What follows belongs to an exercise in optimizing a design on an open flow for small area, a short achievable clock period and few clock cycles per item; a production flow would make more cautious choices.
Where RTL was checked, it was by simulation tests only, not by an equivalence proof against the original.

v36:
## bicubic_resampler
module bicubic_resampler #(
    parameter int LEN_W = bicubic_pkg::LEN_W
) (
    input  wire logic              CLK,
    input  wire logic              RST,
    input  wire logic              start_i,
    input  wire logic [LEN_W-1:0]  src_len_i,
    input  wire logic [LEN_W-1:0]  dst_len_i,
    input  wire logic              src_valid_i,
    input  wire bicubic_pkg::pix_t src_pix_i,
    output logic                   src_ready_o,
    output logic                   out_valid_o,
    output bicubic_pkg::pix_t      out_pix_o,
    input  wire logic              out_ready_i,
    output logic                   done_o
);
    localparam int QN = 5;   
    logic             busy;        
    logic             done_r;
    logic [LEN_W-1:0] den;         
    logic [LEN_W-1:0] src_left;    
    logic [LEN_W-1:0] out_left;    
    logic             k8;          
    logic [1:0]       fst;         
    logic             out0;        
    logic [2:0]       occ;         
    logic [LEN_W-1:0] rem;
    logic [1:0]       dcnt;
    logic             ddone;
    logic [5:0]       kk;          
    logic [7:0]       kq;          
    logic [LEN_W-1:0] rr;          
    logic [7:0]       xr;          
    logic [7:0]       xn;          
    logic [LEN_W-1:0] en;          
    logic             sh;          
    logic [7:0]         p1, p2, p3;
    logic signed [10:0] ca;
    logic signed [11:0] cb;
    logic signed [8:0]  cc;
    logic start_go, pop, iss0, issr, iss, need, fill_sh, win_sh, load, take;
    logic cond0, condr;
    logic [7:0] npix;
    logic [7:0] x_in;
    assign start_go = start_i && !busy;
    assign pop      = out_valid_o && out_ready_i;
    assign cond0 = busy && !out0 && (fst != 2'd0) && (occ != 3'(QN))
  ...
Size in the first run: roughly 2,300 cells after synthesis, about 300 flip-flops, ~24,000 sq um of cells after synthesis.
==> flow/config.mk <==
export PLATFORM = sky130hd
export DESIGN_NAME = bicubic_resampler
export DESIGN_NICKNAME = bicubic_resampler
export VERILOG_FILES = /design/flow/design.v
export SDC_FILE = /design/flow/constraint.sdc
export NUM_CORES = 4
export LEC_CHECK = 0
export ABC_CLOCK_PERIOD_IN_PS = 4000
export CAP_MARGIN = 20
export CORE_MARGIN = 2
export CORE_UTILIZATION = 40
export SETUP_SLACK_MARGIN = 5
export SLEW_MARGIN = 20
export SYNTH_HIERARCHICAL = 1
==> flow/constraint.sdc <==
create_clock -name core_clock -period 10.0 [get_ports {CLK}]
set_input_delay 2.0000 -clock core_clock [delete_from_list [all_inputs] [get_ports {CLK}]]
set_output_delay 2.0000 -clock core_clock [all_outputs]
set_load 0.01 [all_outputs]
run.sh (not shown) runs the stock make flow with config.mk's settings and CLKGATE_MAP_FILE= SYNTH_SCRIPT=/design/flow/synth_recipe.tcl, a recipe that flattens the netlist after the stock synthesis.
Here is what was changed in the inputs of v7 compared with v36.
--- a/flow/design.v
+++ b/flow/design.v
@@ -822,21 +822,21 @@
     logic [LEN_W-1:0] den;         
     logic [LEN_W-1:0] src_left;    
     logic [LEN_W-1:0] out_left;    
     logic             k8;          
     logic [1:0]       fst;         
     logic             out0;        
     logic [2:0]       occ;         
     logic [LEN_W-1:0] rem;
     logic [1:0]       dcnt;
     logic             ddone;
-    logic [5:0]       kk;          
+    logic [6:0]       kk;          
     logic [7:0]       kq;          
     logic [LEN_W-1:0] rr;          
     logic [7:0]       xr;          
     logic [7:0]       xn;          
     logic [LEN_W-1:0] en;          
     logic             sh;          
     logic [7:0]         p1, p2, p3;
     logic signed [10:0] ca;
     logic signed [11:0] cb;
     logic signed [8:0]  cc;
@@ -855,34 +855,32 @@
                          && ((fst != 2'd3) || ((out0 ? condr : cond0) && (out0 ? sh : k8)));
     assign take = src_ready_o && src_valid_i;
     assign iss0 = cond0 && (!(k8 && need) || src_valid_i);
     assign issr = condr && (!need || src_valid_i);
     assign iss  = iss0 || issr;
     assign load    = (fst == 2'd0) && busy && src_valid_i;
     assign fill_sh = busy && (fst == 2'd1 || fst == 2'd2) && ((src_left == '0) || src_valid_i);
     assign win_sh  = fill_sh || (iss0 && k8) || (issr && sh);
     assign npix    = (src_left != '0) ? src_pix_i : p3;
     assign x_in    = out0 ? xr : 8'd0;
-    logic [LEN_W-1:0] r0, r1, r2, r3;
-    logic [LEN_W:0]   t1, t2, t3;
-    logic             q1, q2, q3;
+    logic [LEN_W+1:0] sd;          
+    logic [LEN_W-1:0] r1, r2;
+    logic [LEN_W:0]   t1, t2;
+    logic             q1, q2;
     always_comb begin
-        r0 = (dcnt == 2'd0 && k8) ? '0 : rem;
-        t1 = {r0, 1'b0};
+        sd = {1'b0, src_len_i, 1'b0} + {2'b01, ~dst_len_i};
+        t1 = {rem, 1'b0};
         q1 = (t1 >= {1'b0, den});
         r1 = q1 ? LEN_W'(t1 - {1'b0, den}) : t1[LEN_W-1:0];
         t2 = {r1, 1'b0};
         q2 = (t2 >= {1'b0, den});
         r2 = q2 ? LEN_W'(t2 - {1'b0, den}) : t2[LEN_W-1:0];
-        t3 = {r2, 1'b0};
-        q3 = (t3 >= {1'b0, den});
-        r3 = q3 ? LEN_W'(t3 - {1'b0, den}) : t3[LEN_W-1:0];
     end
     logic [LEN_W:0] esum;
     logic           ecar;
     logic [8:0]     xsum;
     always_comb begin
         esum = {1'b0, en} + {1'b0, rr};
         ecar = (esum >= {1'b0, den});
         xsum = {1'b0, xn} + {1'b0, kq} + {8'd0, ecar};
     end
     always_ff @(posedge CLK) begin
@@ -897,49 +895,50 @@
                 done_r <= 1'b0;
             end else if (pop && occ == 3'd1 && out_left == '0) begin
                 busy   <= 1'b0;
                 done_r <= 1'b1;
             end
         end
     end
     always_ff @(posedge CLK) begin
         if (start_go) begin
             den      <= dst_len_i - 1'b1;
-            rem      <= src_len_i - 1'b1;
+            rem      <= sd[LEN_W+1] ? sd[LEN_W-1:0] : LEN_W'({src_len_i, 1'b0} - 2'd2);
+            kk       <= {6'd0, sd[LEN_W+1]};
             k8       <= (src_len_i == dst_len_i);
             src_left <= src_len_i;
             out_left <= dst_len_i;
             fst      <= 2'd0;
             out0     <= 1'b0;
             dcnt     <= 2'd0;
             ddone    <= 1'b0;
         end else begin
             if (take) src_left <= src_left - 1'b1;
             if (iss)  out_left <= out_left - 1'b1;
             if (load || fill_sh) fst <= fst + 1'b1;
             if (iss0) out0 <= 1'b1;
             if (!ddone) begin
                 dcnt <= dcnt + 1'b1;
-                rem  <= r3;
-                kk   <= {kk[2:0], q1, q2, q3};
-                if (dcnt == 2'd2) ddone <= 1'b1;
+                rem  <= r2;
+                kk   <= {kk[4:0], q1, q2};
+                if (dcnt == 2'd3) ddone <= 1'b1;
             end
         end
     end
     always_ff @(posedge CLK) begin
-        if (!ddone && dcnt == 2'd2) begin
-            kq <= {kk, q1, q2};
-            rr <= r2;
-            xr <= {kk, q1, q2};
-            xn <= {kk[4:0], q1, q2, q3};
-            en <= r3;
-            sh <= k8 | kk[5];
+        if (!ddone && dcnt == 2'd3) begin
+            kq <= k8 ? 8'd0 : {kk, q1};
+            rr <= k8 ? '0 : r1;
+            xr <= k8 ? 8'd0 : {kk, q1};
+            xn <= k8 ? 8'd0 : {kk[5:0], q1, q2};
+            en <= k8 ? '0 : r2;
+            sh <= k8 | kk[6];
         end else if (issr) begin
             xr <= xn;
             xn <= xsum[7:0];
             en <= ecar ? LEN_W'(esum - {1'b0, den}) : esum[LEN_W-1:0];
             sh <= xsum[8] | k8;
         end
     end
     always_ff @(posedge CLK) begin
         if (load) begin
             p1 <= src_pix_i;
Results
- The latest clock arrival within the worst-skew pair of v7 and that of v36 are within noise of each other.
- In the tables for v36 and v7, die area reads higher with v7.
- Via density per instance ended up 1.3% higher on v7 than on v36.
- Per the comparison of v7 with v36, core region area held steady, cell count flat, maximum number of pins on one net before global-route repair has decreased, global-route usage shows an increase of 0.42 points.
No functional check of the RTL was part of any run of this note.

* * *

## JK
Another version of the RTL of bicubic_resampler (not shown whole).
Size in the first run: ~38 I/O pins, ~0.027 mm^2 of cells after synthesis.
clock: 10.0 ns
lec_check: 0
abc_clock_period_in_ps: 4000
cap_margin: 20
core_margin: 2
core_utilization: 40
setup_slack_margin: 5
slew_margin: 20
synth_hierarchical: 1
standard.sh (not shown) runs the stock make flow with config.mk's settings and CLKGATE_MAP_FILE= SYNTH_SCRIPT=/design/flow/synth_recipe.tcl, a recipe that flattens the netlist after the stock synthesis.
==> flow/flow/run.sh <==
#!/bin/bash
set -euo pipefail
sed 's/ SETUP_SLACK_MARGIN=[0-9.]* / SETUP_SLACK_MARGIN=6.6 /' standard.sh > standard_margin.sh
grep -q 'SETUP_SLACK_MARGIN=6.6' standard_margin.sh
bash standard_margin.sh > standard.log 2>&1
Testbench counts of JK, summed over its fixed seeds: cycles 18,916, items 16,987.
diff inputs: JK => MS
--- a/flow/design.v
+++ b/flow/design.v
@@ -1082,52 +1082,33 @@
         nbv_n     = !start_go && (take || (nbv && !use_nb));
         ol_nz_n   = start_go || (iss ? (out_left != LEN_W'(1)) : ol_nz);
         if (iss && !pop)      oc_n = {oc[QN-2:0], 1'b1};
         else if (!iss && pop) oc_n = {1'b0, oc[QN-1:1]};
         else                  oc_n = oc;
         if (dlast)     sh_n = k8 | kq[6];
         else if (issr) sh_n = xsum[8] | k8;
         else           sh_n = sh;
     end
-    logic srdy_n;
-    logic [3:0] srdy_c;
-    always_comb begin
-        for (int k = 0; k < 4; k++) begin
-            logic tk, pp;
-            logic sl_nz_k, nbv_k, full_k;
-            tk = k[0];
-            pp = k[1];
-            sl_nz_k = start_go || (tk ? (src_left != LEN_W'(1)) : sl_nz);
-            nbv_k   = !start_go && (tk || (nbv && !use_nb));
-            if (iss && !pp)      full_k = oc[QN-2];
-            else if (!iss && pp) full_k = 1'b0;
-            else                 full_k = oc[QN-1];
-            srdy_c[k] = (start_go || busy) && sl_nz_k
-                        && (!nbv_k || filling_n
-                            || ((start_go || busy) && out0_n && ddone_n && !filling_n
-                                && ol_nz_n && !full_k && sh_n));
-        end
-        srdy_n = srdy_c[{pop, take}];
-    end
     always_ff @(posedge CLK) begin
         if (RST) begin
             busy    <= 1'b0;
             done_r  <= 1'b0;
             oc      <= '0;
             filling <= 1'b0;
             prep    <= 1'b0;
             srdy    <= 1'b0;
         end else begin
             busy    <= busy_n;
             filling <= filling_n;
             prep    <= prep_n;
             oc      <= oc_n;
-            srdy    <= srdy_n;
+            srdy    <= busy_n && sl_nz_n
+                       && (!nbv_n || filling_n || (prep_n && ol_nz_n && !oc_n[QN-1] && sh_n));
             if (start_go) done_r <= 1'b0;
             else if (fin) done_r <= 1'b1;
         end
     end
     always_ff @(posedge CLK) begin
         out0  <= out0_n;
         ddone <= ddone_n;
         sl_nz <= sl_nz_n;
         nbv   <= nbv_n;
@@ -1166,40 +1147,40 @@
             xr  <= k8 ? 8'd0 : {kq[6:0], q1};
             xn  <= k8 ? 8'd0 : {kq[5:0], q1, q2};
             en  <= k8 ? '0 : r2;
         end else if (issr) begin
             xr <= xn;
             xn <= xsum[7:0];
             en <= ecar ? LEN_W'(en - den) : LEN_W'(en + rr);
         end
     end
-    logic signed [10:0] na, npb;
+    logic signed [10:0] na, npa;
     logic signed [9:0]  ns;
     logic signed [8:0]  nc;
     bicubic_coef u_coef (.p1(p1), .p2(p2), .p3(p3), .n(npix), .pa(pa), .a(na), .s(ns), .c(nc));
-    bicubic_pnext u_pnext (.p2(p2), .p3(p3), .n(nb), .pn(npb));
+    bicubic_pnext u_pnext (.p2(p2), .p3(p3), .n(npix), .pn(npa));
     always_ff @(posedge CLK) begin
         if (step && !loaded) begin
             p1 <= nb;
             p2 <= nb;
             p3 <= nb;
             ca <= '0;
             cs <= '0;
             cc <= '0;
             pa <= -$signed({3'b0, nb});
         end else if (win_sh) begin
             p1 <= p2;
             p2 <= p3;
             p3 <= npix;
             ca <= na;
             cs <= ns;
             cc <= nc;
-            pa <= nbv ? npb : -$signed({3'b0, p2});    
+            pa <= npa;
         end
     end
     logic [5:1]         v;
     logic [11:0]        r1a, r1b;
     logic               r1c;
     logic [11:0]        h1;
     logic [10:0]        r2a, r2b;
     logic               r2c;
     logic [10:0]        h2;
Results
- JK → MS: total iterations of the first detailed-routing run rose by 1; largest net degree at the start of global routing fell by about 14%; area of all placed cells without fillers rose by 1.8%.
- Of MS and JK, the lower global-route wire length before repair belongs to JK.
- MS ended up with out_ready_i as its critical path startpoint; JK ended up with p3[3]$_DFFE_PP_.
Only the layout flow was run in MS; the RTL was not checked for function there.

## re-timing with driven ports
No port has a modelled driver above. Below, the same layouts with a new extraction and two added sets of constraints. Step 1: set_driving_cell puts a clkbuf_16 on CLK and a buf_2 on each other input, an assumption about the parent block. Step 2 adds t to the input delays and takes it off the output delays; t is the mean of the earliest and latest rising clock arrival at the registers after step 1. Input paths then give back, and output paths get back, about the clock's delay inside the block. a / b / c = no drivers / after step 1 / after step 2; a / b = the first two.
| run | t, ns | setup slack, ns | clock arrival spread, ns | worst data-port slew with drivers (ns) |
|---|---|---|---|---|
| v36 | 0.603 | 4.342 / 4.342 / 4.342 | 0.026 / 0.026 | 0.05 |
| v7 | 0.613 | 5.129 / 5.160 / 4.547 | 0.036 / 0.036 | 0.11 |
| JK | 0.631 | 6.429 / 6.429 / 6.073 | 0.013 / 0.013 | 0.05 |
| MS | 0.631 | 6.345 / 6.349 / 5.718 | 0.030 / 0.030 | 0.06 |
After both steps every run listed still meets setup and hold. The setup slack of MS, which loses most, moves by +0.004 ns with the drivers and by -0.627 ns with both steps.
